Background: an optimization exercise with open tools, aiming at small area, a short achievable clock period and few clock cycles per item. Do not read the settings as production practice. At most, simulation tests tie the RTL to the original design; equivalence was not proved. The RTL of runs 1 to 3 and 6 was laid out without a check of its function. Power and IR drop assume default switching activity.

**design/flow/run.sh**
```bash
#!/bin/bash
# synth_recipe.tcl (not shown) runs the flow's synth.tcl, then flattens the netlist and writes it again
# the make line also repeats each setting of config.mk as NAME=value (left out here)
make -C /OpenROAD-flow-scripts/flow DESIGN_CONFIG=/design/flow/config.mk WORK_HOME=/design/flow/orfs CLKGATE_MAP_FILE= SYNTH_SCRIPT=/design/flow/synth_recipe.tcl finish
```
**design/flow/config.mk**
```make
export PLATFORM = sky130hd
export DESIGN_NAME = bitmap_table_with_find_first_unit
export DESIGN_NICKNAME = bitmap_table_with_find_first_unit
export VERILOG_FILES = /design/flow/design.v
export SDC_FILE = /design/flow/constraint.sdc
export NUM_CORES = 4
export LEC_CHECK = 0
export CAP_MARGIN = 30
export CELL_PAD_IN_SITES_DETAIL_PLACEMENT = 1
export CELL_PAD_IN_SITES_GLOBAL_PLACEMENT = 2
export CORE_MARGIN = 2
export CORE_UTILIZATION = 35
export CTS_BUF_LIST = sky130_fd_sc_hd__clkbuf_8
export CTS_CLUSTER_DIAMETER = 50
export CTS_CLUSTER_SIZE = 16
export PLACE_DENSITY = 0.45
export SLEW_MARGIN = 30
```
**design/flow/constraint.sdc**
```tcl
create_clock -name core_clock -period 7.0 [get_ports {clock}]
set_input_delay 1.4000 -clock core_clock [delete_from_list [all_inputs] [get_ports {clock}]]
set_output_delay 1.4000 -clock core_clock [all_outputs]
set_load 0.01 [all_outputs]
```
**design/flow/design.v**
```verilog
`timescale 1ns / 1ps
package bmff_pkg;
   localparam int MAX_BITS   = 1024;
   localparam int WORD_BITS  = 32;
   localparam int WORD_COUNT = (MAX_BITS + WORD_BITS - 1) / WORD_BITS;
   localparam int WORD_AW    = $clog2(WORD_COUNT);
   localparam int OFF_W      = $clog2(WORD_BITS);
   localparam int POS_W      = 10;
   localparam int CNT_W      = 11;
   localparam int VAL_W      = 8;
   localparam int CODE_W     = 3;
   localparam int CSR_AW     = 3;
   localparam int CSR_DW     = 32;
   localparam logic [CNT_W-1:0]     BIT_COUNT_RESET = CNT_W'(MAX_BITS);
   localparam logic [WORD_BITS-1:0] TOP_BIT         = {1'b1, {(WORD_BITS-1){1'b0}}};
   localparam logic [WORD_BITS-1:0] ALL_ONES        = {WORD_BITS{1'b1}};
   localparam logic REG_BIT_COUNT = 1'b0;
   typedef enum logic [CODE_W-1:0] {
      REQ_READ  = 3'd0,
      REQ_WRITE = 3'd1,
      REQ_FILL  = 3'd2,
      REQ_TEST  = 3'd3,
      REQ_FIND  = 3'd4
   } req_code_type;
   typedef enum logic [2:0] {
      ST_IDLE,
      ST_DECODE,
      ST_READ,
      ST_WRITE,
      ST_FILL,
      ST_SCAN,
      ST_DONE
   } state_type;
   typedef struct packed {
      logic capture;
      logic mem_rd;
      logic idx_step;
      logic latch_bit;
      logic write_bit;
      logic fill_word;
      logic scan_eval;
      logic load_rsp;
   } ctrl_cmd_type;
   typedef struct packed {
      logic [CODE_W-1:0] req_code;
      logic              bad;
      logic              val_ok;
      logic              n_zero;
      logic              idx_last;
      logic              scan_stop;
      logic              rsp_pending;
   } dp_status_type;
endpackage
`timescale 1ns / 1ps
module bmff_csr (
   input  logic        clock,
   input  logic        reset,
   input  logic        csr_psel,
   input  logic        csr_penable,
   input  logic        csr_pwrite,
   input  logic [2:0]  csr_paddr,
   input  logic [31:0] csr_pwdata,
   output logic [31:0] csr_prdata,
   output logic        csr_pready,
   output logic [10:0] bit_count,
   output logic        n_full,      
   output logic        n_zero,      
   output logic [4:0]  last_w,      
   output logic [4:0]  last_b       
);
   logic [10:0] bit_count_ff;
   logic        n_full_ff, n_zero_ff;
   logic [4:0]  last_w_ff, last_b_ff;
   logic [10:0] wd;
   logic [9:0]  wd_m1;
   assign wd = csr_pwdata[10:0];
   logic borrow;
   always_comb begin
      borrow = 1'b1;
      for (int i = 0; i < 10; i++) begin
         wd_m1[i] = wd[i] ^ borrow;
         borrow   = borrow && !wd[i];
      end
   end
   always_ff @(posedge clock) begin
      if (reset) begin
         bit_count_ff <= 11'd1024;
         n_full_ff    <= 1'b1;
         n_zero_ff    <= 1'b0;
         last_w_ff    <= 5'd31;
         last_b_ff    <= 5'd31;
      end else if (csr_psel && csr_penable && csr_pwrite && !csr_paddr[2]) begin
         bit_count_ff <= wd;
         n_full_ff    <= wd[10];
         n_zero_ff    <= (wd == 11'd0);
         last_w_ff    <= wd[10] ? 5'd31 : wd_m1[9:5];
         last_b_ff    <= wd[10] ? 5'd31 : wd_m1[4:0];
      end
   end
   assign csr_pready = 1'b1;
   assign csr_prdata = csr_paddr[2] ? 32'd0 : {21'd0, bit_count_ff};
   assign bit_count  = bit_count_ff;
   assign n_full     = n_full_ff;
   assign n_zero     = n_zero_ff;
   assign last_w     = last_w_ff;
   assign last_b     = last_b_ff;
endmodule
`timescale 1ns / 1ps
`timescale 1ns / 1ps
`timescale 1ns / 1ps
module bitmap_table_with_find_first_unit (
   input  logic        clock,
   input  logic        reset,
   input  logic        req_valid,
   output logic        req_ready,
   input  logic [2:0]  req_type,
   input  logic [9:0]  req_position,
   input  logic [7:0]  req_value,
   output logic        rsp_valid,
   input  logic        rsp_ready,
   output logic        rsp_bit_value,
   output logic        rsp_found,
   output logic [9:0]  rsp_found_position,
   output logic        rsp_all_equal,
   output logic        rsp_bad_position,
   input  logic        csr_psel,
   input  logic        csr_penable,
   input  logic        csr_pwrite,
   input  logic [2:0]  csr_paddr,
   input  logic [31:0] csr_pwdata,
   output logic [31:0] csr_prdata,
   output logic        csr_pready
);
   function automatic logic [5:0] first32(input logic [31:0] x);
      logic [4:0]  c;
      logic [31:0] v;
      v = x;
      c = '0;
      if (v[15:0] == '0) begin c[4] = 1'b1; v = v >> 16; end
      if (v[7:0] == '0)  begin c[3] = 1'b1; v = v >> 8;  end
      if (v[3:0] == '0)  begin c[2] = 1'b1; v = v >> 4;  end
      if (v[1:0] == '0)  begin c[1] = 1'b1; v = v >> 2;  end
      if (!v[0])         begin c[0] = 1'b1;              end
      first32 = {|x, c};
   endfunction
   function automatic logic lt10(input logic [9:0] a, input logic [9:0] b);
      logic r;
      r = 1'b0;
      for (int i = 0; i < 10; i++) begin
         r = (!a[i] && b[i]) || ((a[i] == b[i]) && r);
      end
      lt10 = r;
   endfunction
   function automatic logic lt5(input logic [4:0] a, input logic [4:0] b);
      logic r;
      r = 1'b0;
      for (int i = 0; i < 5; i++) begin
         r = (!a[i] && b[i]) || ((a[i] == b[i]) && r);
      end
      lt5 = r;
   endfunction
   logic [10:0] bit_count;
   logic        n_full, n_zero;
   logic [4:0]  last_w, last_b;
   bmff_csr u_csr (
      .clock       (clock),
      .reset       (reset),
      .csr_psel    (csr_psel),
      .csr_penable (csr_penable),
      .csr_pwrite  (csr_pwrite),
      .csr_paddr   (csr_paddr),
      .csr_pwdata  (csr_pwdata),
      .csr_prdata  (csr_prdata),
      .csr_pready  (csr_pready),
      .bit_count   (bit_count),
      .n_full      (n_full),
      .n_zero      (n_zero),
      .last_w      (last_w),
      .last_b      (last_b)
   );
   logic [31:0] tail_mask;    
   logic [31:0] w_used;       
   always_comb begin
      for (int b = 0; b < 32; b++) begin
         tail_mask[b] = !lt5(last_b, 5'(b));
      end
      for (int w = 0; w < 32; w++) begin
         w_used[w] = !lt5(last_w, 5'(w));
      end
   end
   logic [2:0] occ;        
   logic       ready_ff;
   logic       acc, take;
   logic [2:0] occ_in;
   assign req_ready = ready_ff;
   assign acc       = req_valid && ready_ff;
   assign take      = rsp_valid && rsp_ready;
   assign occ_in    = occ + {2'd0, acc} - {2'd0, take};
   always_ff @(posedge clock) begin
      if (reset) begin
         occ      <= 3'd0;
         ready_ff <= 1'b1;
      end else begin
         occ      <= occ_in;
         ready_ff <= (occ_in != 3'd5);
      end
   end
   logic       s0_v, s0_vok, s0_v0, s0_tgt, s0_bad;
   logic [2:0] s0_type;
   logic [4:0] s0_sw, s0_sb;
   logic       in_test, in_vok;
   assign in_test = (req_type == 3'd3);
   assign in_vok  = (req_value[7:1] == 7'd0);
   always_ff @(posedge clock) begin
      if (reset) begin
         s0_v <= 1'b0;
      end else begin
         s0_v <= acc;
      end
      s0_type <= req_type;
      s0_sw   <= in_test ? 5'd0 : req_position[9:5];
      s0_sb   <= in_test ? 5'd0 : req_position[4:0];
      s0_vok  <= in_vok;
      s0_v0   <= req_value[0];
      s0_tgt  <= (req_type == 3'd0) ? 1'b1 : (in_test ? !req_value[0] : req_value[0]);
      s0_bad  <= !n_full && !lt10(req_position, bit_count[9:0]);
   end
   logic [31:0] tbl [0:31];
   logic [31:0] w_any, w_all;    
   logic        is_read, is_write, is_fill, is_test, is_find;
   logic        vok, v0, bad, tgt;
   logic [4:0]  sw, sb;
   assign is_read  = (s0_type == 3'd0);
   assign is_write = (s0_type == 3'd1);
   assign is_fill  = (s0_type == 3'd2);
   assign is_test  = (s0_type == 3'd3);
   assign is_find  = (s0_type == 3'd4);
   assign vok      = s0_vok;
   assign v0       = s0_v0;
   assign bad      = s0_bad;
   assign tgt      = s0_tgt;
   assign sw       = s0_sw;
   assign sb       = s0_sb;
   logic [31:0] a_word, a_hit;
   logic        a_bit;
   always_comb begin
      a_word = tbl[sw];
      a_bit  = a_word[sb];
      for (int b = 0; b < 32; b++) begin
         a_hit[b] = (a_word[b] == tgt) && !lt5(5'(b), sb) &&
                    ((sw != last_w) || tail_mask[b]);
      end
   end
   logic [31:0] w_cand;
   logic [5:0]  w_first;
   always_comb begin
      for (int w = 0; w < 32; w++) begin
         w_cand[w] = (tgt ? w_any[w] : !w_all[w]) && lt5(sw, 5'(w)) && w_used[w];
      end
      w_first = first32(w_cand);
   end
   logic        wr_en, fill_en;
   logic [31:0] word_en, new_word;
   assign wr_en   = s0_v && is_write && !bad;
   assign fill_en = s0_v && is_fill && vok && !n_zero;
   always_comb begin
      for (int w = 0; w < 32; w++) begin
         word_en[w] = reset || (wr_en && (sw == 5'(w))) || (fill_en && w_used[w]);
      end
      for (int b = 0; b < 32; b++) begin
         if (reset || !vok) begin
            new_word[b] = 1'b0;
         end else if (is_fill || (sb == 5'(b))) begin
            new_word[b] = v0;
         end else begin
            new_word[b] = a_word[b];
         end
      end
   end
   always_ff @(posedge clock) begin
      for (int w = 0; w < 32; w++) begin
         if (word_en[w]) begin
            tbl[w] <= new_word;
            w_any[w] <= |new_word;
            w_all[w] <= &new_word;
         end
      end
   end
   logic        s1_v, s1_read, s1_find, s1_test, s1_bad, s1_vok, s1_tgt, s1_bit, s1_bany;
   logic [4:0]  s1_sw, s1_bw;
   logic [31:0] s1_ahit;
   always_ff @(posedge clock) begin
      if (reset) begin
         s1_v <= 1'b0;
      end else begin
         s1_v <= s0_v;
      end
      s1_read  <= is_read;
      s1_find  <= is_find;
      s1_test  <= is_test;
      s1_bad   <= bad && (is_read || is_write || is_find);
      s1_vok   <= vok;
      s1_tgt   <= tgt;
      s1_bit   <= a_bit;
      s1_sw    <= sw;
      s1_ahit  <= a_hit;
      s1_bany  <= w_first[5];
      s1_bw    <= w_first[4:0];
   end
   logic [31:0] b_word, b_hit;
   logic [5:0]  a_first;
   always_comb begin
      b_word = tbl[s1_bw];
      for (int b = 0; b < 32; b++) begin
         b_hit[b] = (b_word[b] == s1_tgt) && ((s1_bw != last_w) || tail_mask[b]);
      end
      a_first = first32(s1_ahit);
   end
   logic        s2_v, s2_read, s2_find, s2_test, s2_bad, s2_vok, s2_bit, s2_bany, s2_aany;
   logic [4:0]  s2_sw, s2_bw, s2_apos;
   logic [31:0] s2_bhit;
   always_ff @(posedge clock) begin
      if (reset) begin
         s2_v <= 1'b0;
      end else begin
         s2_v <= s1_v;
      end
      s2_read <= s1_read;
      s2_find <= s1_find;
      s2_test <= s1_test;
      s2_bad  <= s1_bad;
      s2_vok  <= s1_vok;
      s2_bit  <= s1_bit;
      s2_bany <= s1_bany;
      s2_aany <= a_first[5];
      s2_apos <= a_first[4:0];
      s2_sw   <= s1_sw;
      s2_bw   <= s1_bw;
      s2_bhit <= b_hit;
   end
   logic [5:0] b_first;
   logic       f_any;
   logic [9:0] f_pos;
   always_comb begin
      b_first = first32(s2_bhit);
      f_any   = s2_aany || (s2_bany && b_first[5]);
      f_pos   = s2_aany ? {s2_sw, s2_apos} : {s2_bw, b_first[4:0]};
   end
   logic       r_bit, r_found, r_all;
   logic [9:0] r_pos;
   assign r_bit   = s2_read && !s2_bad && s2_bit;
   assign r_found = s2_find && !s2_bad && s2_vok && f_any;
   assign r_pos   = r_found ? f_pos : 10'd0;
   assign r_all   = s2_test && (n_zero || (s2_vok && !f_any));
   logic [13:0] q_data [0:4];
   logic [13:0] r_data;
   logic [2:0]  q_cnt;
   logic [2:0]  q_cnt_in;
   logic        rsp_valid_ff;
   assign r_data   = {r_bit, r_found, r_pos, r_all, s2_bad};
   assign q_cnt_in = q_cnt + {2'd0, s2_v} - {2'd0, take};
   always_ff @(posedge clock) begin
      if (reset) begin
         q_cnt        <= 3'd0;
         rsp_valid_ff <= 1'b0;
      end else begin
         q_cnt        <= q_cnt_in;
         rsp_valid_ff <= (q_cnt_in != 3'd0);
      end
      for (int i = 0; i < 5; i++) begin
         if (take) begin
            if (s2_v && (q_cnt == 3'(i + 1))) begin
               q_data[i] <= r_data;
            end else if (i < 4) begin
               q_data[i] <= q_data[i < 4 ? i + 1 : i];
            end
         end else if (s2_v && (q_cnt == 3'(i))) begin
            q_data[i] <= r_data;
         end
      end
   end
   assign rsp_valid          = rsp_valid_ff;
   assign rsp_bit_value      = q_data[0][13];
   assign rsp_found          = q_data[0][12];
   assign rsp_found_position = q_data[0][11:2];
   assign rsp_all_equal      = q_data[0][1];
   assign rsp_bad_position   = q_data[0][0];
endmodule
```
==> results of run 1 <==
logic make-up after synthesis:
group                      Yosys count  synth area share
and+or+nand+nor                   1478             0.137
buffers and inverters              476            0.0353
other                                2          0.000126
DFF                               1311             0.628
adders and majority gates           23           0.00509
muxes                               24           0.00427
AOI/OAI and AO/OA                 1426             0.178
xor gates and xnor gates            79            0.0116
layout make-up:
class                           instances  area, µm²
Antenna cell                           22       55.1
Timing Repair Buffer                  348       3350
Multi-Input combinational cell       3052      21200
Clock buffer                          170       2340
Sequential cell                      1311      37400
Tap cell                             2218       2780
Clock inverter                        138       1240
Fill cell                           17500     101000
Inverter                               66        248
flip-flops by register name (all words and copies together), names as in the netlist, 11 cells and up:
| signal | count |
|---|---|
| q_data | 70 |
| tbl | 1024 |
| w_all | 31 |
| s1_ahit | 32 |
| s2_bhit | 32 |
| u_csr.bit_count_ff | 11 |
| w_any | 31 |
critical path: cells and delay by family, from the launching register on:
kind | cells | cell delay (ns)
AND/OR/NAND/NOR | 3 | 1.00
buffers and inverters | 3 | 1.92
AO/OA/AOI/OAI | 3 | 1.74
flip-flops | 1 | 0.72
layout by cell type, fill, tap and decap left out, types with 168 or more instances in the layout:
master	n
a21oi_1	260
a221oi_1	198
a22o_1	168
a22oi_1	289
and3_1	347
buf_4	234
clkbuf_8	171
dfxtp_1	190
edfxtp_1	1114
nand2_1	200
nand3_1	201
nor2_1	181
worst max-delay path by stage:
| stage | startpoint | end | slack, ns | depth (start not counted) |
|---|---|---|---|---|
| 2_1_floorplan | reset | w_all[10] | 1.22 | 6 |
| 3_3_place_gp | s0_sw[4] | w_any[23] | 1.40 | 12 |
| 3_5_place_dp | s0_sw[4] | w_any[18] | 1.28 | 12 |
| 4_1_cts | s0_sw[4] | w_any[3] | 1.24 | 12 |
| 5_1_grt | s0_sw[4] | tbl[27][4] | 0.94 | 9 |
| 6_report | s0_sw[4] | tbl[4][4] | 0.98 | 9 |
stage by stage:
stage               cell area, µm²  total power [mW]  instances  utilization
floorplan                    59600              11.5       4839            -
global placement             64600              14.1       6981        0.382
detailed placement           64800              14.1       6991        0.383
CTS                          68400              20.4       7299        0.405
global route                 68500              20.9       7308        0.405
finish                       68600              20.5       7325        0.406
metal layers:
layer / GRT usage / vias up / wire [µm]
li1: - / 19700 / -
met1: 0.532 / 27200 / 140000
met2: 0.595 / 4127 / 152000
met3: 0.112 / 1113 / 41700
met4: 0.233 / 28 / 24800
met5: 0 / - / 184
power by group:
group,leakage [nW],internal (mW),switching [mW]
registers,13.1,9.10,0.417
clock network,1.84,2.73,3.59
logic,9.83,1.28,3.42
==> results.txt, run 1 <==
- Ys flop type: edfxtp_1
- Synth unique cells: 106
- Grt ovf: 0
- Leakage Power: 24.8 nW
- CP Cell Sequence: buf_4 -> or3_1 -> nor2_2 -> buf_4 -> a2111oi_0 -> nand4_1 -> o22a_1 -> a22oi_1 -> clkinv_1
- Post_cts resized: 0
- Fin Setup TNS: 0 ns
- CP max stage delay: 1.02 ns
- RSZ-0062 raised after global routing: false
- Place WS: 1.28 ns
- Vias per cell: 7.12
- Post-route DRC: 0
- Hold path endpoint: s2_sw[4]
- Slowest cell on crit path: clkinv_1
- Drt pass-1 iters: 6
- Tcrit/Tclk final: 0.860
- Clock tree buffer depth: 3
- Initial antenna violation count: 31
- Hold path start: s1_sw[4]
- Final Hold Viols: 0
- Gp weighted congestion: 0.935
- Layout area overhead: 15.2%
- Register area share after synthesis: 0.628
- Commonest cells in the netlist: edfxtp_1 (1114), and3_1 (348), a22oi_1 (289), a21oi_1 (261), clkbuf_1 (257)
- EDFF count, synth: 1114
- Ports: 112
- First-pass GRT wire length: 471000 µm
- Fmax: 166 MHz
- 1st-iter DRT viols: 8949
- Most used cell, CP: buf_4
- Synthesized area per cell: 12.3 µm²
- Vias in the first global route: 49.7k
- Post-CTS Hold Buffers: 0
- Reg clk slew, reported paths: 0.08 ns
- Drt wl/cell: 49.1 µm
- Die W: 416 µm
- PD cells: 299 mW/mm²
- Synthesized flop and latch total: 1311
- R2R Setup Slk: 0.98 ns
- Drt total wl: 359000 µm
- Pins Over Slew Limit: 0
- Critical Path Source Type: flip-flop
- Final #Nets: 5030
- Max cap viols: 0
- CTS tree: yes
- Starting Density: 0.352
- Crit path DAT: 6.46 ns
- Worst reg2reg path depth: 9
- Top-count cell post-synth: edfxtp_1
- Worst vdd ir: 0.215 mV
- Worst Hold Class: flip-flop to flip-flop
- Row count: 151
- Final worst setup slack: 0.979 ns
- Root Buffer: clkbuf_8
- FFs w/ async S/R, synth: 0
- Crit-path max FO: 32
- Setup Viol. Count Final: 0
- Yosys top cell by area: edfxtp_1
- Area of the mapped netlist: 0.0595 mm²
- H-tree levels: 4
- Syn Inst Count: 4819
- Synth warnings: 4
- GRT Total Usage: 0.404
- CP Capture Type: flip-flop
- Core ar.: 0.169 mm²
- Clk Latency, worst-skew pair: 1.03 ns
- Area share of the largest cell type after synthesis: 0.562
- Setup Skew: 0.0753 ns
- Hold_ws: 0.325 ns
- ANT nets after route: 0
- R2R Path End: tbl[4][4]
- Critical path data required time: 7.44 ns
- Via count: 52.2k
- DP HPWL: 221000 µm
- Num Clock Sinks: 1311
- Layout cell share with drive strength beyond 1: 0.158
- Worst hold stages: 0
- CTS Buf Count: 165
- Die Y: 416 µm
- Largest net degree at the start of global routing: 74
- Postcts setup bufs: 0
- R2R Path Start: s0_sw[4]
- Die Area: 0.173 mm²
- Status: no timing/DRC/antenna violations
- Normalized max-slew margin: 0.207
- Area contributors post-synth: edfxtp_1 (56%), dfxtp_1 (6.6%), and3_1 (3.7%), a22oi_1 (3.6%), a221oi_1 (2.9%)
- Transition time of the tightest slew-check pin: 1.19 ns
- CP Class: flip-flop to flip-flop
- Crit path time final: 6.02 ns
- IO Port Bufs: 66
==> run 2: changes to the inputs <==
--- a/design/flow/config.mk
+++ b/design/flow/config.mk
@@ -14,4 +14,5 @@
 export CTS_CLUSTER_DIAMETER = 50
 export CTS_CLUSTER_SIZE = 16
 export PLACE_DENSITY = 0.45
+export SETUP_SLACK_MARGIN = 3.5
 export SLEW_MARGIN = 30
==> run 2 against run 1 <==
  * Via count grew 7.2%
  * Critical path type unchanged
  * Setup slack gained 1.8 ns
  * Still clean
  * Wire length up 9.1%
==> results.txt, run 2 <==
- Status: no timing/DRC/antenna violations
- Synth Area in Adders: 0.00509
- Setup Skew: 0.0609 ns
- Largest Register: tbl
- Tcrit/Tclk final: 0.606
- Fmax: 236 MHz
- Final worst setup slack: 2.76 ns
- Vias per cell: 7.21
- Synth unique cells: 106
- Worst reg2reg path depth: 15
- Num Clock Sinks: 1311
- Post-Synth Simple-Gate Area: 0.137
- Crit path time final: 4.24 ns
- CTS tree: yes
- XOR/XNOR Fraction of Synth Area: 0.0116
- Worst vdd ir: 0.230 mV
- Via count: 55.9k
- Crit-path max FO: 8
- Largest family of logic cells by synthesized area: compound AO/OA/AOI/OAI gates
- Register area share after synthesis: 0.628
- ANT nets after route: 0
- IO Port Bufs: 66
- Place WS: 1.54 ns
- Normalized max-slew margin: 0.209
- Root Buffer: clkbuf_8
- H-tree levels: 4
- P_int: 13.7 mW
- Fin Setup TNS: 0 ns
- Ports: 112
- Most frequent cells in the layout: edfxtp_1 (1114), buf_4 (411), and3_1 (339)
- CP Class: flip-flop to flip-flop
- Top flop regs: tbl x1024, q_data x70
- Commonest non-fill, non-tap cell in the layout: edfxtp_1
- Transition time of the tightest slew-check pin: 1.19 ns
- 1st-iter DRT viols: 10.3k
- RSZ-0062 raised after global routing: true
- First-pass GRT wire length: 507000 µm
- Gate power share: 0.247
- EDFF count, synth: 1114
- Switch share: 0.362
- Reg area: 0.0374 mm²
- FFs w/ async S/R, synth: 0
- Synthesized area per cell: 12.3 µm²
- Net Sw Power: 7.79 mW
- Area of the mapped netlist: 0.0595 mm²
- R2R Path Start: s0_sw[1]
- Die Y: 416 µm
- Final Hold Viols: 0
- Met1 GRT Util: 0.555
- Hold path start: s1_sw[4]
- Crit path DAT: 5.09 ns
- CP Capture Type: flip-flop
- R2R Path End: w_all[15]
- Critical path data required time: 7.85 ns
- Starting Density: 0.352
- Clk Latency, worst-skew pair: 1.03 ns
- Die Area: 0.173 mm²
- Hold path endpoint: s2_sw[4]
- Synth Area in Compound Gates: 0.178
- Seq pwr share: 0.444
- Worst hold stages: 0
- Area share of the largest cell type after synthesis: 0.562
- Die W: 416 µm
- Layout area overhead: 27.6%
- Clock network power share: 0.309
- Ys flop type: edfxtp_1
- Layout cell share with drive strength beyond 1: 0.261
- Top-count cell post-synth: edfxtp_1
- Filler instances: 17.3k
- Synthesized flop and latch total: 1311
- Footprint of the multi-input gates: 0.0229 mm²
- CTS Buf Count: 174
- Critical Path Source Type: flip-flop
- DP HPWL: 221000 µm
- Mux share of post-synthesis cell area: 0.00427
- Yosys top cell by area: edfxtp_1
- Initial antenna violation count: 32
- Post-CTS Hold Buffers: 0
- Setup Viol. Count Final: 0
- Post-route DRC: 0
- Hold_ws: 0.331 ns
- Area contributors post-synth: edfxtp_1 (56%), dfxtp_1 (6.6%), and3_1 (3.7%), a22oi_1 (3.6%), a221oi_1 (2.9%)
- Final #Nets: 5462
- Layer with the highest usage: met2
- Drt pass-1 iters: 8
- Worst Hold Class: flip-flop to flip-flop
- Clock tree buffer depth: 3
- Leakage Power: 28.0 nW
- Drt wl/cell: 50.5 µm
- Syn Inst Count: 4819
- Reg clk slew, reported paths: 0.08 ns
- Grt ovf: 0
- Core ar.: 0.169 mm²
- R2R Setup Slk: 2.76 ns
- Fin cells: 7759
- Met2 Usage GRT: 0.632
- Commonest cells in the netlist: edfxtp_1 (1114), and3_1 (348), a22oi_1 (289), a21oi_1 (261), clkbuf_1 (257)
- Drt total wl: 392000 µm
- Gp weighted congestion: 0.951
- PD cells: 284 mW/mm²
- Row count: 151
- Largest net degree at the start of global routing: 72
- GRT Total Usage: 0.438
- Largest register FFs: 1024
- Vias in the first global route: 52.7k
- Pins Over Slew Limit: 0
- Synth warnings: 4
- Max cap viols: 0
- Placed cells: 6997
- GR Util met3: 0.146
==> run 2: cells by family (layout without fill, tap and decap cells) <==
family | after synthesis | in the layout
AOI/OAI and AO/OA | 1426 | 1429
DFF | 1311 | 1311
xor gates and xnor gates | 79 | 79
and+or+nand+nor | 1478 | 1488
adders and majority gates | 23 | 23
other | 2 | 40
muxes | 24 | 24
buffers and inverters | 476 | 1147
==> run 2: repair_timing <==
item | CTS | global route
buffers inserted | 300 | 63
setup endpoints to repair | 1903 | 856
pin swaps | 117 | 58
gates resized for setup | 458 | 174
cloned | 48 | 9
==> run 2: worst max-delay path, stage by stage (launching register included) <==
cell and delay (ns):
dfxtp_4 0.51, buf_16 0.23, buf_4 0.19, nand4_1 0.51, a21oi_4 0.64, a221o_1 0.25
nor4_2 0.08, a21oi_1 0.15, nor2_1 0.06, buf_4 0.21, nor4_2 0.26, nand4_1 0.18
nor4_4 0.35, buf_12 0.21, buf_12 0.12, buf_16 0.11
==> run 2: worst max-delay path by stage <==
| stage | from | end | slack (ns) | cells past startpoint |
|---|---|---|---|---|
| 2_1_floorplan | s0_type[2] | tbl[15][0] | 3.04 | 4 |
| 3_3_place_gp | s0_sw[2] | w_all[19] | 1.54 | 13 |
| 3_5_place_dp | s0_sw[2] | w_all[13] | 1.54 | 10 |
| 4_1_cts | s0_sw[4] | w_all[14] | 2.91 | 16 |
| 5_1_grt | s0_sw[1] | w_all[15] | 2.84 | 15 |
| 6_report | s0_sw[1] | w_all[15] | 2.76 | 15 |
==> run 2: area by class of cell <==
type / instances / area share
flip-flops and latches: 1311 / 0.493
multi-input cells: 3065 / 0.301
repair buffers: 743 / 0.113
well taps: 2218 / 0.0365
clock buffers: 182 / 0.0330
clock inverters: 141 / 0.0174
inverters: 66 / 0.00395
repair inverters: 15 / 0.00148
diodes: 18 / 0.000593
==> run 2: metrics by stage <==
stage | total power [mW] | util | cell area, µm²
5_1_grt | 21.9 | 0.449 | 75900
3_3_place_gp | 14.0 | 0.382 | 64600
2_1_floorplan | 11.5 | - | 59900
4_1_cts | 21.1 | 0.440 | 74400
3_5_place_dp | 14.1 | 0.384 | 64900
6_report | 21.5 | 0.449 | 75900
==> run 2: power groups by stage <==
| stage | Combinational (mW) | Clock, mW | Sequential (mW) |
|---|---|---|---|
| CTS | 4.92 | 6.68 | 9.55 |
| finish | 5.31 | 6.65 | 9.57 |
| global placement | 4.31 | 0 | 9.72 |
| detailed placement | 4.36 | 0 | 9.74 |
| floorplan | 1.97 | 0 | 9.49 |
| global route | 5.31 | 6.96 | 9.62 |
==> run 2: routing by layer <==
layer,vias up,routed length (µm)
met5,-,166
met4,24,33600
met3,1495,53800
met2,5149,162000
met1,28600,142000
li1,20600,-
==> run 3: changes to the inputs <==
--- a/design/flow/config.mk
+++ b/design/flow/config.mk
@@ -10,9 +10,6 @@
 export CELL_PAD_IN_SITES_GLOBAL_PLACEMENT = 2
 export CORE_MARGIN = 2
 export CORE_UTILIZATION = 35
-export CTS_BUF_LIST = sky130_fd_sc_hd__clkbuf_8
-export CTS_CLUSTER_DIAMETER = 50
-export CTS_CLUSTER_SIZE = 16
 export PLACE_DENSITY = 0.45
-export SETUP_SLACK_MARGIN = 3.5
+export SETUP_SLACK_MARGIN = 2.5
 export SLEW_MARGIN = 30
==> run 3 against run 2 <==
  * Clock power grew 21%
  * Synthesized cell count is the same
  * Total power grew 3.7%
  * Critical endpoint is now w_all[12]
  * Largest cell class unchanged
==> results.txt, run 3 <==
- Reg clk slew, reported paths: 0.06 ns
- Crit path DAT: 5.23 ns
- Status: no timing/DRC/antenna violations
- Synth unique cells: 106
- CP Class: flip-flop to flip-flop
- Final Util: 0.420
- CP Capture Type: flip-flop
- Pins Over Slew Limit: 0
- H-tree levels: 4
- Initial antenna violation count: 41
- Ports: 112
- Post-Synth Simple-Gate Area: 0.137
- Vias in the first global route: 50.4k
- Ys flop type: edfxtp_1
- Vias per cell: 7.17
- Yosys top cell by area: edfxtp_1
- Clock tree buffer depth: 3
- Max cap viols: 0
- Largest Register: tbl
- Die W: 416 µm
- Top-count cell post-synth: edfxtp_1
- First-pass GRT wire length: 479000 µm
- Root Buffer: clkbuf_16
- Reg area: 0.0374 mm²
- Normalized max-slew margin: 0.235
- Num Clock Sinks: 1311
- Row count: 151
- 1st-iter DRT viols: 9417
- Core ar.: 0.169 mm²
- Register area share after synthesis: 0.628
- Post-CTS Hold Buffers: 0
- Largest family of logic cells by synthesized area: compound AO/OA/AOI/OAI gates
- DP HPWL: 221000 µm
- Setup Skew: 0.0590 ns
- Leakage Power: 25.8 nW
- Final Hold Viols: 0
- Largest net degree at the start of global routing: 69
- ANT nets after route: 0
- Critical path data required time: 7.61 ns
- Transition time of the tightest slew-check pin: 1.14 ns
- Tcrit/Tclk final: 0.660
- IO Port Bufs: 66
- Mux share of post-synthesis cell area: 0.00427
- Fin Setup TNS: 0 ns
- Crit path time final: 4.62 ns
- Synth warnings: 4
- Drt wl/cell: 49.7 µm
- Setup Viol. Count Final: 0
- Crit-path max FO: 49
- Most frequent cells in the layout: edfxtp_1 (1114), and3_1 (347), a22oi_1 (288)
- Top flop regs: tbl x1024, q_data x70
- Drt pass-1 iters: 5
- Synth Area in Compound Gates: 0.178
- Area contributors post-synth: edfxtp_1 (56%), dfxtp_1 (6.6%), and3_1 (3.7%), a22oi_1 (3.6%), a221oi_1 (2.9%)
- Post-route DRC: 0
- Gp weighted congestion: 0.958
- Area share of the largest cell type after synthesis: 0.562
- Worst vdd ir: 0.254 mV
- PD cells: 315 mW/mm²
- Worst Hold Class: flip-flop to flip-flop
- Commonest non-fill, non-tap cell in the layout: edfxtp_1
- EDFF count, synth: 1114
- Largest register FFs: 1024
- Die Y: 416 µm
- Final #Nets: 5075
- XOR/XNOR Fraction of Synth Area: 0.0116
- Fmax: 216 MHz
- Die Area: 0.173 mm²
- CTS Buf Count: 157
- Syn Inst Count: 4819
- CTS tree: yes
- Layout cell share with drive strength beyond 1: 0.160
- Critical Path Source Type: flip-flop
- Grt ovf: 0
- FFs w/ async S/R, synth: 0
- Layout area overhead: 19.3%
- Footprint of the multi-input gates: 0.0217 mm²
- Via count: 52.8k
- R2R Setup Slk: 2.38 ns
- Starting Density: 0.352
- Filler instances: 17.3k
- Synthesized area per cell: 12.3 µm²
- Synth Area in Adders: 0.00509
- GRT Total Usage: 0.411
- Area of the mapped netlist: 0.0595 mm²
- RSZ-0062 raised after global routing: true
- Commonest cells in the netlist: edfxtp_1 (1114), and3_1 (348), a22oi_1 (289), a21oi_1 (261), clkbuf_1 (257)
- Clk Latency, worst-skew pair: 0.84 ns
- Synthesized flop and latch total: 1311
- Drt total wl: 366000 µm
-- run 3: cell counts after synthesis --
Identical to the previous run, type by type.
-- run 3: kinds of logic (layout without fill, tap and decap cells) --
logic type                 Yosys count  in the layout
buffers and inverters              476            748
and+or+nand+nor                   1478           1483
adders and majority gates           23             23
xor gates and xnor gates            79             79
AOI/OAI and AO/OA                 1426           1426
other                                2             45
muxes                               24             24
DFF                               1311           1311
-- run 3: critical path, stage by stage (launching register included) --
cell       delay (ns)
dfxtp_4          0.53
buf_4            0.34
and3b_4          0.63
buf_12           0.45
and3_1           0.25
a2111oi_2        0.05
nand4_1          0.18
o22ai_4          0.16
o22ai_2          0.16
buf_4            0.40
and4_1           0.31
nand4_1          0.20
nor4_4           0.41
buf_12           0.23
-- run 3: per-layer routing --
layer / wire (µm) / global-route usage / vias up
met2: 156000 / 0.608 / 4168
li1: - / - / 19800
met4: 23900 / 0.231 / 20
met3: 43100 / 0.111 / 1055
met5: 130 / 0 / -
met1: 142000 / 0.545 / 27700
-- run 3: through the flow --
stage / worst slack, ns / total power, mW / hold slack [ns] / std cells / area [µm²]
floorplan: 2.53 / 11.5 / 0.310 / 4839 / 59600
global placement: 1.49 / 14.0 / 0.313 / 6966 / 64400
finish: 2.38 / 22.3 / 0.318 / 7357 / 71000
global route: 2.43 / 22.8 / 0.333 / 7341 / 71000
detailed placement: 1.41 / 14.1 / 0.315 / 6977 / 64700
CTS: 2.50 / 22.1 / 0.327 / 7322 / 70600
-- run 3: timing repair --
action	in CTS	in global routing
setup endpoints to repair	580	160
setup buffers	53	9
gates cloned	6	1
pin swaps	18	9
gates resized for setup	84	40
-- run 3: power breakdown --
part           internal [mW]  switching [mW]  leakage (nW)
Clock                   4.52            3.52          2.38
Sequential              9.12           0.429          13.1
Combinational           1.32            3.43          10.3
-- run 3: worst paths after layout --
check,startpoint,to,cells past startpoint
setup / recovery,s0_sw[3],w_all[12],13
hold / removal,s1_sw[0],s2_sw[0],0
setup reg to reg,s0_sw[3],w_all[12],13
hold reg to reg,s1_sw[0],s2_sw[0],0
-- run 3: cell type report --
| class | count | area share |
|---|---|---|
| inverters | 66 | 0.00354 |
| flip-flops and latches | 1311 | 0.527 |
| multi-input cells | 3057 | 0.305 |
| repair buffers | 396 | 0.0555 |
| clock inverters | 70 | 0.00795 |
| diodes | 23 | 0.000811 |
| clock buffers | 216 | 0.0611 |
| well taps | 2218 | 0.0391 |
==> run 4: changes to the inputs <==
--- a/design/flow/design.v
+++ b/design/flow/design.v
@@ -208,6 +208,7 @@
    logic       s0_v, s0_vok, s0_v0, s0_tgt, s0_bad;
    logic [2:0] s0_type;
    logic [4:0] s0_sw, s0_sb;
+   logic [31:0] s0_sw_oh;       
    logic       in_test, in_vok;
    assign in_test = (req_type == 3'd3);
    assign in_vok  = (req_value[7:1] == 7'd0);
@@ -220,6 +221,9 @@
       s0_type <= req_type;
       s0_sw   <= in_test ? 5'd0 : req_position[9:5];
       s0_sb   <= in_test ? 5'd0 : req_position[4:0];
+      for (int w = 0; w < 32; w++) begin
+         s0_sw_oh[w] <= in_test ? (w == 0) : (req_position[9:5] == 5'(w));
+      end
       s0_vok  <= in_vok;
       s0_v0   <= req_value[0];
       s0_tgt  <= (req_type == 3'd0) ? 1'b1 : (in_test ? !req_value[0] : req_value[0]);
@@ -244,20 +248,29 @@
    logic [31:0] a_word, a_hit;
    logic        a_bit;
    always_comb begin
-      a_word = tbl[sw];
+      a_word = '0;
+      for (int w = 0; w < 32; w++) begin
+         a_word = a_word | (tbl[w] & {32{s0_sw_oh[w]}});
+      end
       a_bit  = a_word[sb];
       for (int b = 0; b < 32; b++) begin
          a_hit[b] = (a_word[b] == tgt) && !lt5(5'(b), sb) &&
                     ((sw != last_w) || tail_mask[b]);
       end
    end
-   logic [31:0] w_cand;
+   logic [31:0] w_cand, w_first_oh;
    logic [5:0]  w_first;
+   logic        w_seen;
    always_comb begin
       for (int w = 0; w < 32; w++) begin
          w_cand[w] = (tgt ? w_any[w] : !w_all[w]) && lt5(sw, 5'(w)) && w_used[w];
       end
       w_first = first32(w_cand);
+      w_seen  = 1'b0;
+      for (int w = 0; w < 32; w++) begin
+         w_first_oh[w] = w_cand[w] && !w_seen;
+         w_seen        = w_seen || w_cand[w];
+      end
    end
    logic        wr_en, fill_en;
    logic [31:0] word_en, new_word;
@@ -265,7 +278,7 @@
    assign fill_en = s0_v && is_fill && vok && !n_zero;
    always_comb begin
       for (int w = 0; w < 32; w++) begin
-         word_en[w] = reset || (wr_en && (sw == 5'(w))) || (fill_en && w_used[w]);
+         word_en[w] = reset || (wr_en && s0_sw_oh[w]) || (fill_en && w_used[w]);
       end
       for (int b = 0; b < 32; b++) begin
          if (reset || !vok) begin
@@ -288,7 +301,7 @@
    end
    logic        s1_v, s1_read, s1_find, s1_test, s1_bad, s1_vok, s1_tgt, s1_bit, s1_bany;
    logic [4:0]  s1_sw, s1_bw;
-   logic [31:0] s1_ahit;
+   logic [31:0] s1_ahit, s1_bw_oh;
    always_ff @(posedge clock) begin
       if (reset) begin
          s1_v <= 1'b0;
@@ -306,11 +319,15 @@
       s1_ahit  <= a_hit;
       s1_bany  <= w_first[5];
       s1_bw    <= w_first[4:0];
+      s1_bw_oh <= w_first_oh;
    end
    logic [31:0] b_word, b_hit;
    logic [5:0]  a_first;
    always_comb begin
-      b_word = tbl[s1_bw];
+      b_word = '0;
+      for (int w = 0; w < 32; w++) begin
+         b_word = b_word | (tbl[w] & {32{s1_bw_oh[w]}});
+      end
       for (int b = 0; b < 32; b++) begin
          b_hit[b] = (b_word[b] == s1_tgt) && ((s1_bw != last_w) || tail_mask[b]);
       end
--- a/design/flow/config.mk
+++ b/design/flow/config.mk
@@ -11,5 +11,5 @@
 export CORE_MARGIN = 2
 export CORE_UTILIZATION = 35
 export PLACE_DENSITY = 0.45
-export SETUP_SLACK_MARGIN = 2.5
+export SETUP_SLACK_MARGIN = 3.0
 export SLEW_MARGIN = 30
==> run 4 against run 3 <==
  * Still clean on timing, DRC and antenna
  * Cell count decreased by 7.5%
  * Clock skew decreased by 0.029 ns
  * First-iteration DRC count decreased by 15%
  * Non-clock buffer count decreased by 76
  * Die area decreased by 3.1%
  * Total power decreased by 7.2%
  * Synthesized cell count decreased by 10%
  * Global-route usage decreased by 2.7 points
  * Synthesized area decreased by 3.1%
  * Sequential power increased by 3.5%
  * Fmax increased by 14%
  * Critical path type unchanged
  * Largest cell class unchanged
  * Highest routed layer unchanged
==> results.txt, run 4 <==
- Crit-path max FO: 34
- Via count: 47.6k
- Final Hold Viols: 0
- DP HPWL: 197000 µm
- Footprint of the multi-input gates: 0.0184 mm²
- Crit path time final: 4.04 ns
- CP Class: flip-flop to flip-flop
- Root Buffer: clkbuf_16
- CP max stage delay: 0.74 ns
- R2R Path End: w_all[19]
- Fmax: 248 MHz
- Num Clock Sinks: 1374
- CP Cell Sequence: buf_4 -> a22oi_1 -> nand4_1 -> nor2_1 -> a311oi_4 -> buf_4 -> nand4_1 -> or4_1 -> nor2_4 -> buf_12 -> buf_4
- Drt pass-1 iters: 7
- Leakage Power: 23.5 nW
- Post-route DRC: 0
- Place WS: 1.89 ns
- R2R Path Start: s0_sw_oh[4]
- Synth unique cells: 97
- Final worst setup slack: 2.96 ns
- Largest Register: tbl
- Top-count cell post-synth: edfxtp_1
- IO Port Bufs: 66
- GRT Total Usage: 0.384
- Worst reg2reg path depth: 11
- Most frequent cells in the layout: edfxtp_1 (1114), a22oi_1 (578), buf_4 (222)
- CTS tree: yes
- Tcrit/Tclk final: 0.577
- Hold path endpoint: s2_sw[1]
- Pwr Total: 20.7 mW
- Setup Skew: 0.0299 ns
- Hold path start: s1_sw[1]
- Core ar.: 0.163 mm²
- Crit path DAT: 4.67 ns
- Worst vdd ir: 0.272 mV
- Initial antenna violation count: 16
- EDFF count, synth: 1114
- Top flop regs: tbl x1024, q_data x70
- Largest family of logic cells by synthesized area: compound AO/OA/AOI/OAI gates
- Clk Latency, worst-skew pair: 0.83 ns
- Row count: 148
- Register area share after synthesis: 0.670
- R2R Setup Slk: 2.96 ns
- CP Capture Type: flip-flop
- Worst Hold Class: flip-flop to flip-flop
- Max cap viols: 0
- Grt ovf: 0
- Fin cells: 6804
- Area contributors post-synth: edfxtp_1 (58%), dfxtp_1 (9.0%), a22oi_1 (7.5%), a221oi_1 (3.1%), a22o_1 (2.9%)
- Area of the mapped netlist: 0.0577 mm²
- Worst hold stages: 0
- Die Area: 0.168 mm²
- Largest register FFs: 1024
- Yosys top cell by area: edfxtp_1
- Synth Area in Compound Gates: 0.194
- Mux share of post-synthesis cell area: 0.00738
- H-tree levels: 4
- Synth Area in Adders: 0.00525
- Commonest non-fill, non-tap cell in the layout: edfxtp_1
- Ports: 112
- Slowest cell on crit path: dfxtp_4
- First-pass GRT wire length: 433000 µm
- Synthesized area per cell: 13.3 µm²
- Reg area: 0.0388 mm²
- Status: no timing/DRC/antenna violations
- FFs w/ async S/R, synth: 0
- Largest net degree at the start of global routing: 63
- Syn Inst Count: 4334
- Drt wl/cell: 48.5 µm
- Area share of the largest cell type after synthesis: 0.580
- Vias per cell: 6.99
- Die W: 410 µm
- Layout area overhead: 17.9%
- Placed cells: 6488
- Layout cell share with drive strength beyond 1: 0.149
- XOR/XNOR Fraction of Synth Area: 0.0118
- RSZ-0062 raised after global routing: false
- Vias in the first global route: 45.7k
- PD cells: 305 mW/mm²
- Reg clk slew, reported paths: 0.06 ns
- Drt total wl: 330000 µm
- Synth warnings: 4
- Setup Viol. Count Final: 0
- Critical path data required time: 7.63 ns
- Synthesized flop and latch total: 1374
- Transition time of the tightest slew-check pin: 1.04 ns
- Clock tree buffer depth: 3
- Final #Nets: 4583
- Post-Synth Simple-Gate Area: 0.0845
- Post-CTS Hold Buffers: 0
- Fin Setup TNS: 0 ns
- Starting Density: 0.354
- Commonest cells in the netlist: edfxtp_1 (1114), a22oi_1 (578), dfxtp_1 (260), clkbuf_1 (246), nor2_1 (227)
- CTS Buf Count: 155
- Ys flop type: edfxtp_1
- 1st-iter DRT viols: 8001
- Normalized max-slew margin: 0.304
- Die Y: 410 µm
- Filler instances: 16.6k
- Gp weighted congestion: 0.908
- Most used cell, CP: buf_4
- ANT nets after route: 0
- Pins Over Slew Limit: 0
- Critical Path Source Type: flip-flop
-- run 4: cell types whose count changed after synthesis, sizes merged, moves of 30 or more --
cell | previous run | this run
and3 | 348 | 11
a22oi | 289 | 578
a21oi | 262 | 163
nand3 | 202 | 105
a2111oi | 103 | 8
buf | 152 | 89
dfxtp | 197 | 260
nor3 | 29 | 65
o32ai | 33 | 0
a222oi | 2 | 32
nand3b | 36 | 6
-- run 4: cell type report --
| type | count | area share |
|---|---|---|
| diodes | 3 | 0.000110 |
| inverters | 40 | 0.00221 |
| repair buffers | 320 | 0.0422 |
| clock buffers | 207 | 0.0625 |
| clock inverters | 79 | 0.0119 |
| well taps | 2175 | 0.0400 |
| flip-flops and latches | 1374 | 0.570 |
| multi-input cells | 2606 | 0.271 |
-- run 4: how the worst max path moves through the flow --
stage | endpoint | depth (start not counted) | start
3_3_place_gp | w_all[19] | 9 | reset
3_5_place_dp | w_all[30] | 9 | reset
6_report | w_all[19] | 11 | s0_sw_oh[4]
5_1_grt | s1_bw[0] | 10 | s0_tgt
2_1_floorplan | tbl[27][0] | 6 | u_csr.last_w_ff[3]
4_1_cts | w_any[12] | 11 | s0_sw_oh[19]
-- run 4: worst max-delay path, delay by kind of cell (launching register included) --
family | cells | cell delay [ns]
simple gates | 5 | 1.25
compound gates | 2 | 0.46
buf+inv | 4 | 1.27
flops | 1 | 0.74
-- run 4: kinds of logic (layout without fill, tap and decap cells) --
logic type	Yosys count	count (layout)
compound gates	1490	1490
simple gates	956	957
fa+ha+maj	23	23
other cells	2	25
mux	36	36
xor+xnor	78	78
flops	1374	1374
buf+inv	375	646
-- run 4: layer usage --
| layer | vias to the layer above | track usage | wire, µm |
|---|---|---|---|
| li1 | 18000 | - | - |
| met1 | 25100 | 0.518 | 131000 |
| met2 | 3610 | 0.571 | 142000 |
| met3 | 849 | 0.0946 | 36500 |
| met4 | 4 | 0.202 | 20700 |
| met5 | - | 0 | 25 |
-- run 4: report_power, final --
| group | total [mW] | leakage (nW) | switching (mW) | internal [mW] |
|---|---|---|---|---|
| Sequential | 9.88 | 13.7 | 0.450 | 9.43 |
| Combinational | 2.50 | 7.37 | 1.75 | 0.743 |
| Clock | 8.35 | 2.47 | 3.50 | 4.85 |
| Total | 20.7 | 23.5 | 5.70 | 15.0 |
-- run 4: stage by stage --
step                utilization  cell area (µm²)  hold slack, ns
floorplan                     -            58000           0.310
global placement          0.383            62400           0.311
detailed placement        0.383            62500           0.313
CTS                       0.416            67900           0.325
global route              0.417            68000           0.330
finish                    0.417            68000           0.323
-- run 4: timing repair --
action                     CTS  global route
gates cloned                 0             1
setup endpoints to repair   81            57
buffers inserted            26             0
pin swaps                    2             0
gates resized for setup     35            15
Testbench counts of run 4, summed over its fixed seeds: cycles 6,432, requests 6,400.
==> run 5: changes to the inputs <==
--- a/design/flow/config.mk
+++ b/design/flow/config.mk
@@ -11,5 +11,5 @@
 export CORE_MARGIN = 2
 export CORE_UTILIZATION = 35
 export PLACE_DENSITY = 0.45
-export SETUP_SLACK_MARGIN = 3.0
+export SETUP_SLACK_MARGIN = 3.5
 export SLEW_MARGIN = 30
==> run 5 against run 4 <==
  * Still clean
  * Combinational power up 8.4%
  * Critical path depth up 1
  * Non-clock buffer count increased by 156
  * Critical path type unchanged
  * Highest routed layer unchanged
==> results.txt, run 5 <==
- Status: no timing/DRC/antenna violations
- Area share of the largest cell type after synthesis: 0.580
- Leakage Power: 25.0 nW
- FFs w/ async S/R, synth: 0
- Largest register FFs: 1024
- Vias per cell: 7.09
- Layout area overhead: 23.9%
- Layout cell share with drive strength beyond 1: 0.200
- Worst Hold Class: flip-flop to flip-flop
- IO Port Bufs: 66
- Reg clk slew, reported paths: 0.06 ns
- Tcrit/Tclk final: 0.518
- Core ar.: 0.163 mm²
- Drt pass-1 iters: 9
- DP HPWL: 194000 µm
- DR WL met3: 43400 µm
- Grt ovf: 0
- Drt total wl: 348000 µm
- Synthesized flop and latch total: 1374
- Post-route DRC: 0
- Crit path time final: 3.62 ns
- Ports: 112
- R2R Path End: w_any[27]
- Starting Density: 0.354
- Most frequent cells in the layout: edfxtp_1 (1114), a22oi_1 (570), buf_4 (273)
- R2R Setup Slk: 3.38 ns
- GRT Total Usage: 0.397
- Placed cell area: 0.0625 mm²
- Largest Register: tbl
- Yosys top cell by area: edfxtp_1
- Fin Setup TNS: 0 ns
- Post-CTS Hold Buffers: 0
- Worst hold stages: 0
- Root Buffer: clkbuf_16
- Final #Nets: 4754
- R2R Path Start: s0_sw_oh[16]
- Top flop regs: tbl x1024, q_data x70
- Critical path data required time: 7.52 ns
- Die W: 410 µm
- PD cells: 294 mW/mm²
- CP Class: flip-flop to flip-flop
- WL met1: 133000 µm
- Synthesized area per cell: 13.3 µm²
- Worst vdd ir: 0.288 mV
- Crit path DAT: 4.14 ns
- CTS Buf Count: 156
- RSZ-0062 raised after global routing: true
- CP max stage delay: 0.55 ns
- Initial antenna violation count: 17
- Top-count cell post-synth: edfxtp_1
- Register area share after synthesis: 0.670
- Crit-path max FO: 13
- Setup Skew: 0.0428 ns
- Worst reg2reg path depth: 12
- Transition time of the tightest slew-check pin: 1.06 ns
- Commonest cells in the netlist: edfxtp_1 (1114), a22oi_1 (578), dfxtp_1 (260), clkbuf_1 (246), nor2_1 (227)
- Hold path start: s1_bad
- H-tree levels: 4
- Area of the mapped netlist: 0.0577 mm²
- Die Y: 410 µm
- Fmax: 276 MHz
- CTS tree: yes
- Pins Over Slew Limit: 0
- Gp weighted congestion: 0.898
- Final instance area: 0.0714 mm²
- Die Area: 0.168 mm²
- Final Util: 0.438
- ANT nets after route: 0
- Slowest cell on crit path: or4_4
- Row count: 148
- Via count: 49.5k
- Ys flop type: edfxtp_1
- Synth unique cells: 97
- Final Hold Viols: 0
- Drt wl/cell: 49.8 µm
- Num Clock Sinks: 1374
- Setup Viol. Count Final: 0
- Pwr Total: 21.0 mW
- Top Metal Used: met5
- Max cap viols: 0
- Clock tree buffer depth: 3
- 1st-iter DRT viols: 9105
- WP buf/inv: 3
- Vias in the first global route: 46.8k
- Normalized max-slew margin: 0.288
- Largest net degree at the start of global routing: 57
- Hold path endpoint: s2_bad
- Syn Inst Count: 4334
- CP Cell Sequence: buf_16 -> a22o_1 -> a221oi_2 -> nand3_1 -> or4_4 -> mux2i_4 -> nor2_4 -> buf_12 -> nor4_4 -> nand4_1 -> buf_6 -> or2_4
- Clk Latency, worst-skew pair: 0.85 ns
- EDFF count, synth: 1114
- Crit path max-delay family: simple AND/OR/NAND/NOR gates
- Commonest non-fill, non-tap cell in the layout: edfxtp_1
- Synth warnings: 4
- Critical Path Source Type: flip-flop
- Area contributors post-synth: edfxtp_1 (58%), dfxtp_1 (9.0%), a22oi_1 (7.5%), a221oi_1 (3.1%), a22o_1 (2.9%)
- CP Capture Type: flip-flop
- First-pass GRT wire length: 446000 µm
- DR WL met2: 148000 µm
## run 5: final cells by class
type	instances	area, µm²
Fill cell	16400	91700
Sequential cell	1374	38800
Multi-Input combinational cell	2620	19200
Timing Repair Buffer	476	5360
Clock buffer	199	4300
Tap cell	2175	2720
Clock inverter	87	853
Inverter	40	150
Antenna cell	12	30.0
## run 5: how the worst max path moves through the flow
| stage | from | end | slack (ns) | cells after the start |
|---|---|---|---|---|
| after floorplan | reset | w_all[10] | 3.22 | 5 |
| after global placement | reset | w_all[7] | 1.81 | 7 |
| after detailed placement | reset | w_all[18] | 1.87 | 8 |
| after CTS | reset | w_all[22] | 3.43 | 8 |
| after global routing | u_csr.last_w_ff[3] | s1_bany | 3.38 | 10 |
| final | s0_sw_oh[16] | w_any[27] | 3.38 | 12 |
## run 5: cell families after synthesis
| kind of cell | after synthesis | share of synthesized area |
|---|---|---|
| other | 2 | 0.000130 |
| AND/OR/NAND/NOR | 956 | 0.0845 |
| multiplexers | 36 | 0.00738 |
| XOR/XNOR | 78 | 0.0118 |
| AO/OA/AOI/OAI | 1490 | 0.194 |
| adder cells (fa/ha/maj) | 23 | 0.00525 |
| buffers and inverters | 375 | 0.0265 |
| flip-flops | 1374 | 0.670 |
## run 5: metal layers
layer | vias up | global-route usage
met3 | 1015 | 0.116
met1 | 26000 | 0.520
met4 | 10 | 0.233
met2 | 4067 | 0.583
li1 | 18400 | -
met5 | - | 0
## run 5: what timing repair did
action / 4_1_cts / 5_1_grt
pin swaps: 37 / 39
cloned: 25 / 12
setup endpoints to repair: 295 / 127
setup buffers: 112 / 59
endpoints found under the hold margin: 0 / 0
resized for setup: 214 / 107
## run 5: worst register-to-register path: cells and delay by family, from the launching register on
kind / cells / cell delay, ns
AND/OR/NAND/NOR: 6 / 1.64
buffers and inverters: 3 / 0.54
AO/OA/AOI/OAI: 2 / 0.50
flip-flops: 1 / 0.40
multiplexers: 1 / 0.22
## run 5: per-stage QoR
step / setup slack (ns) / hold slack [ns] / instances
after floorplan: 3.22 / 0.310 / 4354
after global placement: 1.81 / 0.310 / 6473
after detailed placement: 1.87 / 0.313 / 6477
after CTS: 3.43 / 0.325 / 6900
after global routing: 3.38 / 0.331 / 6971
final: 3.38 / 0.325 / 6983
## run 5: report_power, final
group	switching (mW)	leakage, nW	internal [mW]	total, mW
Clock	3.62	2.51	4.84	8.46
Sequential	0.418	13.7	9.43	9.85
Combinational	1.87	8.79	0.840	2.71
==> run 6: changes to the inputs <==
--- a/design/flow/design.v
+++ b/design/flow/design.v
@@ -258,22 +258,23 @@
                     ((sw != last_w) || tail_mask[b]);
       end
    end
-   logic [31:0] w_cand, w_first_oh;
-   logic [5:0]  w_first;
-   logic        w_seen;
+   logic [31:0] w_cand, w_before, w_first_oh;
+   logic        w_found;
    always_comb begin
       for (int w = 0; w < 32; w++) begin
          w_cand[w] = (tgt ? w_any[w] : !w_all[w]) && lt5(sw, 5'(w)) && w_used[w];
       end
-      w_first = first32(w_cand);
-      w_seen  = 1'b0;
-      for (int w = 0; w < 32; w++) begin
-         w_first_oh[w] = w_cand[w] && !w_seen;
-         w_seen        = w_seen || w_cand[w];
-      end
+      w_before = {w_cand[30:0], 1'b0};
+      w_before = w_before | {w_before[30:0], 1'b0};
+      w_before = w_before | {w_before[29:0], 2'b0};
+      w_before = w_before | {w_before[27:0], 4'b0};
+      w_before = w_before | {w_before[23:0], 8'b0};
+      w_before = w_before | {w_before[15:0], 16'b0};
+      w_first_oh = w_cand & ~w_before;
+      w_found    = |w_cand;
    end
    logic        wr_en, fill_en;
-   logic [31:0] word_en, new_word;
+   logic [31:0] word_en, new_word, sb_oh;
    assign wr_en   = s0_v && is_write && !bad;
    assign fill_en = s0_v && is_fill && vok && !n_zero;
    always_comb begin
@@ -283,24 +284,40 @@
       for (int b = 0; b < 32; b++) begin
          if (reset || !vok) begin
             new_word[b] = 1'b0;
-         end else if (is_fill || (sb == 5'(b))) begin
+         end else if (is_fill || sb_oh[b]) begin
             new_word[b] = v0;
          end else begin
             new_word[b] = a_word[b];
          end
       end
    end
+   logic        new_any, new_all;
+   always_comb begin
+      for (int b = 0; b < 32; b++) begin
+         sb_oh[b] = (sb == 5'(b));
+      end
+      if (reset || !vok) begin
+         new_any = 1'b0;
+         new_all = 1'b0;
+      end else if (is_fill) begin
+         new_any = v0;
+         new_all = v0;
+      end else begin
+         new_any = v0 || |(a_word & ~sb_oh);
+         new_all = v0 && &(a_word | sb_oh);
+      end
+   end
    always_ff @(posedge clock) begin
       for (int w = 0; w < 32; w++) begin
          if (word_en[w]) begin
-            tbl[w] <= new_word;
-            w_any[w] <= |new_word;
-            w_all[w] <= &new_word;
+            tbl[w]   <= new_word;
+            w_any[w] <= new_any;
+            w_all[w] <= new_all;
          end
       end
    end
    logic        s1_v, s1_read, s1_find, s1_test, s1_bad, s1_vok, s1_tgt, s1_bit, s1_bany;
-   logic [4:0]  s1_sw, s1_bw;
+   logic [4:0]  s1_sw;
    logic [31:0] s1_ahit, s1_bw_oh;
    always_ff @(posedge clock) begin
       if (reset) begin
@@ -317,21 +334,28 @@
       s1_bit   <= a_bit;
       s1_sw    <= sw;
       s1_ahit  <= a_hit;
-      s1_bany  <= w_first[5];
-      s1_bw    <= w_first[4:0];
+      s1_bany  <= w_found;
       s1_bw_oh <= w_first_oh;
    end
    logic [31:0] b_word, b_hit;
    logic [5:0]  a_first;
+   logic [4:0]  s1_bw;
+   logic        b_last;
    always_comb begin
       b_word = '0;
       for (int w = 0; w < 32; w++) begin
          b_word = b_word | (tbl[w] & {32{s1_bw_oh[w]}});
       end
       for (int b = 0; b < 32; b++) begin
-         b_hit[b] = (b_word[b] == s1_tgt) && ((s1_bw != last_w) || tail_mask[b]);
+         b_hit[b] = (b_word[b] == s1_tgt) && (!b_last || tail_mask[b]);
       end
       a_first = first32(s1_ahit);
+      s1_bw   = '0;
+      b_last  = 1'b0;
+      for (int w = 0; w < 32; w++) begin
+         s1_bw  = s1_bw | (5'(w) & {5{s1_bw_oh[w]}});
+         b_last = b_last || (s1_bw_oh[w] && (last_w == 5'(w)));
+      end
    end
    logic        s2_v, s2_read, s2_find, s2_test, s2_bad, s2_vok, s2_bit, s2_bany, s2_aany;
    logic [4:0]  s2_sw, s2_bw, s2_apos;
--- a/design/flow/config.mk
+++ b/design/flow/config.mk
@@ -10,6 +10,8 @@
 export CELL_PAD_IN_SITES_GLOBAL_PLACEMENT = 2
 export CORE_MARGIN = 2
 export CORE_UTILIZATION = 35
+export CTS_CLUSTER_DIAMETER = 80
+export CTS_CLUSTER_SIZE = 30
 export PLACE_DENSITY = 0.45
 export SETUP_SLACK_MARGIN = 3.5
 export SLEW_MARGIN = 30
==> run 6 against run 5 <==
  * Still clean on timing, DRC and antenna
  * Largest cell class unchanged
  * Fmax down 6.0%
  * Non-clock buffer count down 20
  * Combinational power down 5%
  * Clock power down 22%
  * Cell count down 0.39%
  * Critical path depth up 1
==> results.txt, run 6 <==
- Die W: 412 µm
- Synth unique cells: 91
- Reg clk slew, reported paths: 0.10 ns
- Largest Register: tbl
- CP Class: flip-flop to flip-flop
- Max cap viols: 0
- Critical Path Source Type: flip-flop
- Initial antenna violation count: 24
- Clock tree buffer depth: 3
- Fin cells: 6956
- Crit path time final: 3.86 ns
- Setup Skew: 0.0674 ns
- CP max stage delay: 0.56 ns
- 1st-iter DRT viols: 8659
- Final #Nets: 4764
- Worst Hold Class: flip-flop to flip-flop
- Ys flop type: edfxtp_1
- PD cells: 273 mW/mm²
- Gp weighted congestion: 0.979
- Vias in the first global route: 47.2k
- Core ar.: 0.165 mm²
- Most frequent cells in the layout: edfxtp_1 (1114), a22oi_1 (633), buf_4 (241)
- Drt wl/cell: 49.8 µm
- Ports: 112
- Area contributors post-synth: edfxtp_1 (57%), dfxtp_1 (8.8%), a22oi_1 (8.5%), a221oi_1 (2.4%), a22o_1 (2.3%)
- Synth warnings: 4
- Layout area overhead: 19.5%
- Area of the mapped netlist: 0.0583 mm²
- Synthesized area per cell: 13.0 µm²
- Grt ovf: 0
- Area share of the largest cell type after synthesis: 0.573
- Die Y: 412 µm
- Layout cell share with drive strength beyond 1: 0.184
- Slowest cell on crit path: or4_4
- DP HPWL: 203000 µm
- CP Capture Type: flip-flop
- Leakage Power: 24.0 nW
- IO Port Bufs: 66
- Normalized max-slew margin: 0.248
- Commonest cells in the netlist: edfxtp_1 (1114), a22oi_1 (661), clkbuf_1 (262), dfxtp_1 (255), nand2_1 (233)
- Vias per cell: 7.10
- Largest net degree at the start of global routing: 52
- Synthesized flop and latch total: 1369
- Post-route DRC: 0
- Tcrit/Tclk final: 0.551
- Crit path max-delay family: compound AO/OA/AOI/OAI gates
- Final Hold Viols: 0
- Drt total wl: 347000 µm
- Starting Density: 0.353
- RSZ-0062 raised after global routing: true
- Commonest non-fill, non-tap cell in the layout: edfxtp_1
- Worst vdd ir: 0.249 mV
- Root Buffer: clkbuf_16
- H-tree levels: 3
- Via count: 49.4k
- Status: no timing/DRC/antenna violations
- EDFF count, synth: 1114
- Fmax: 259 MHz
- Setup Viol. Count Final: 0
- Clk Latency, worst-skew pair: 0.80 ns
- Top flop regs: tbl x1024, q_data x70
- Drt pass-1 iters: 6
- Yosys top cell by area: edfxtp_1
- Largest register FFs: 1024
- CP Cell Sequence: buf_12 -> a22oi_1 -> nand4_1 -> nor4_4 -> buf_6 -> buf_6 -> nor2_1 -> a211oi_2 -> o2111ai_2 -> or4_4 -> o41ai_4 -> a21oi_4 -> clkbuf_16
- Transition time of the tightest slew-check pin: 1.13 ns
- Num Clock Sinks: 1369
- Register area share after synthesis: 0.661
- Critical path data required time: 7.52 ns
- WP buf/inv: 4
- Most used cell, CP: buf_6
- Top-count cell post-synth: edfxtp_1
- Crit path DAT: 4.38 ns
- Row count: 149
- Pins Over Slew Limit: 0
- Crit-path max FO: 33
- Fin Setup TNS: 0 ns
- CTS Buf Count: 95
- CTS tree: yes
- Placed cells: 6622
- GRT Total Usage: 0.396
- ANT nets after route: 0
- First-pass GRT wire length: 450000 µm
- Die Area: 0.170 mm²
- FFs w/ async S/R, synth: 0
- Post-CTS Hold Buffers: 0
- Syn Inst Count: 4483
[run 6: changes by cell type after synthesis, sizes merged, moves of 16 or more]
| cell | before | now |
|---|---|---|
| clkbuf | 246 | 262 |
| buf | 89 | 117 |
| a211oi | 29 | 47 |
| or4 | 30 | 12 |
| nand3 | 105 | 127 |
| a22oi | 578 | 663 |
| nor4 | 28 | 55 |
| a221oi | 201 | 165 |
| a21oi | 163 | 203 |
| a22o | 193 | 156 |
| nand2 | 201 | 234 |
[run 6: kinds of logic after synthesis]
family | after synthesis | share of synthesized area
buf+inv | 427 | 0.0305
compound gates | 1525 | 0.194
other cells | 2 | 0.000129
fa+ha+maj | 23 | 0.00519
simple gates | 1030 | 0.0917
xor+xnor | 73 | 0.0110
flops | 1369 | 0.661
mux | 34 | 0.00691
[run 6: repair_timing]
| item | CTS | global route |
|---|---|---|
| gates resized for setup | 151 | 73 |
| pin swaps | 10 | 22 |
| gates cloned | 4 | 5 |
| setup buffers | 114 | 25 |
| endpoints found under the setup margin | 408 | 144 |
| endpoints found under the hold margin | 0 | 0 |
[run 6: final timing paths]
path                 from         to  slack, ns  cells after the start
max reg2reg  s0_sw_oh[13]  w_any[20]       3.14                     13
min              s1_sw[2]   s2_sw[2]       0.33                      0
max          s0_sw_oh[13]  w_any[20]       3.14                     13
min reg2reg      s1_sw[2]   s2_sw[2]       0.33                      0
[run 6: metal layers]
layer / GRT usage / up-vias / wire, µm
met5: 0 / - / 71
met2: 0.587 / 3924 / 148000
met1: 0.531 / 25900 / 135000
met4: 0.215 / 12 / 23000
met3: 0.101 / 959 / 40300
li1: - / 18600 / -
[run 6: final cells by class]
type                       count  area (µm²)
fill                       16800       95500
sequential                  1369       38800
multi-input combinational   2708       19400
timing repair buffer         456        4900
tap                         2189        2740
clock buffer                  98        2410
clock inverter                82        1200
inverter                      48         184
antenna                        6        15.0
[run 6: through the flow]
stage	area [µm²]	power [mW]	util	setup slack, ns	hold slack [ns]
floorplan	58600	11.0	-	3.14	0.310
global placement	63000	12.3	0.381	2.12	0.311
detailed placement	63400	12.3	0.384	2.36	0.313
CTS	68900	18.9	0.417	3.23	0.327
global route	69700	19.5	0.422	3.14	0.337
finish	69700	19.0	0.422	3.14	0.326
[run 6: worst register-to-register path, delay by kind of cell, from the launching register on]
kind | cells | cell delay (ns)
DFF | 1 | 0.34
and+or+nand+nor | 4 | 1.11
buffers and inverters | 4 | 0.82
AOI/OAI and AO/OA | 5 | 1.32
[run 6: report_power, final]
group | internal [mW] | leakage, nW | switching, mW
logic | 0.815 | 8.62 | 1.76
clock network | 2.89 | 1.73 | 3.75
registers | 9.36 | 13.6 | 0.457

[port drivers added, routing unchanged]
How much do the figures lean on ideal ports? The routed layouts below were timed once more, with nothing changed but the port constraints. Step 1, drivers: a clkbuf_16 drives clock and a buf_2 each remaining input, both assumed. Step 2, shift: input delay + t, output delay - t, t = (earliest + latest rising clock arrival at the registers) / 2. This alone moves slack from input paths to output paths. Slacks: ideal ports / drivers / drivers and shift; pairs: ideal ports / drivers.
| run | t, ns | slack for setup (ns) | slew at the worst register clock pin (ns) |
|---|---|---|---|
| run 1 | 1.078 | 0.979 / 0.979 / 0.979 | 0.10 / 0.10 |
| run 2 | 1.079 | 2.761 / 2.761 / 1.916 | 0.11 / 0.11 |
| run 3 | 0.903 | 2.380 / 2.380 / 1.923 | 0.08 / 0.08 |
| run 4 | 0.907 | 2.960 / 2.960 / 2.317 | 0.06 / 0.06 |
| run 5 | 0.915 | 3.377 / 3.377 / 2.654 | 0.07 / 0.07 |
| run 6 | 0.854 | 3.144 / 3.144 / 2.608 | 0.12 / 0.12 |
After both steps every run listed still meets setup and hold. The setup slack of run 2, which loses most, moves by 0.000 ns with the drivers and by -0.845 ns with both steps.
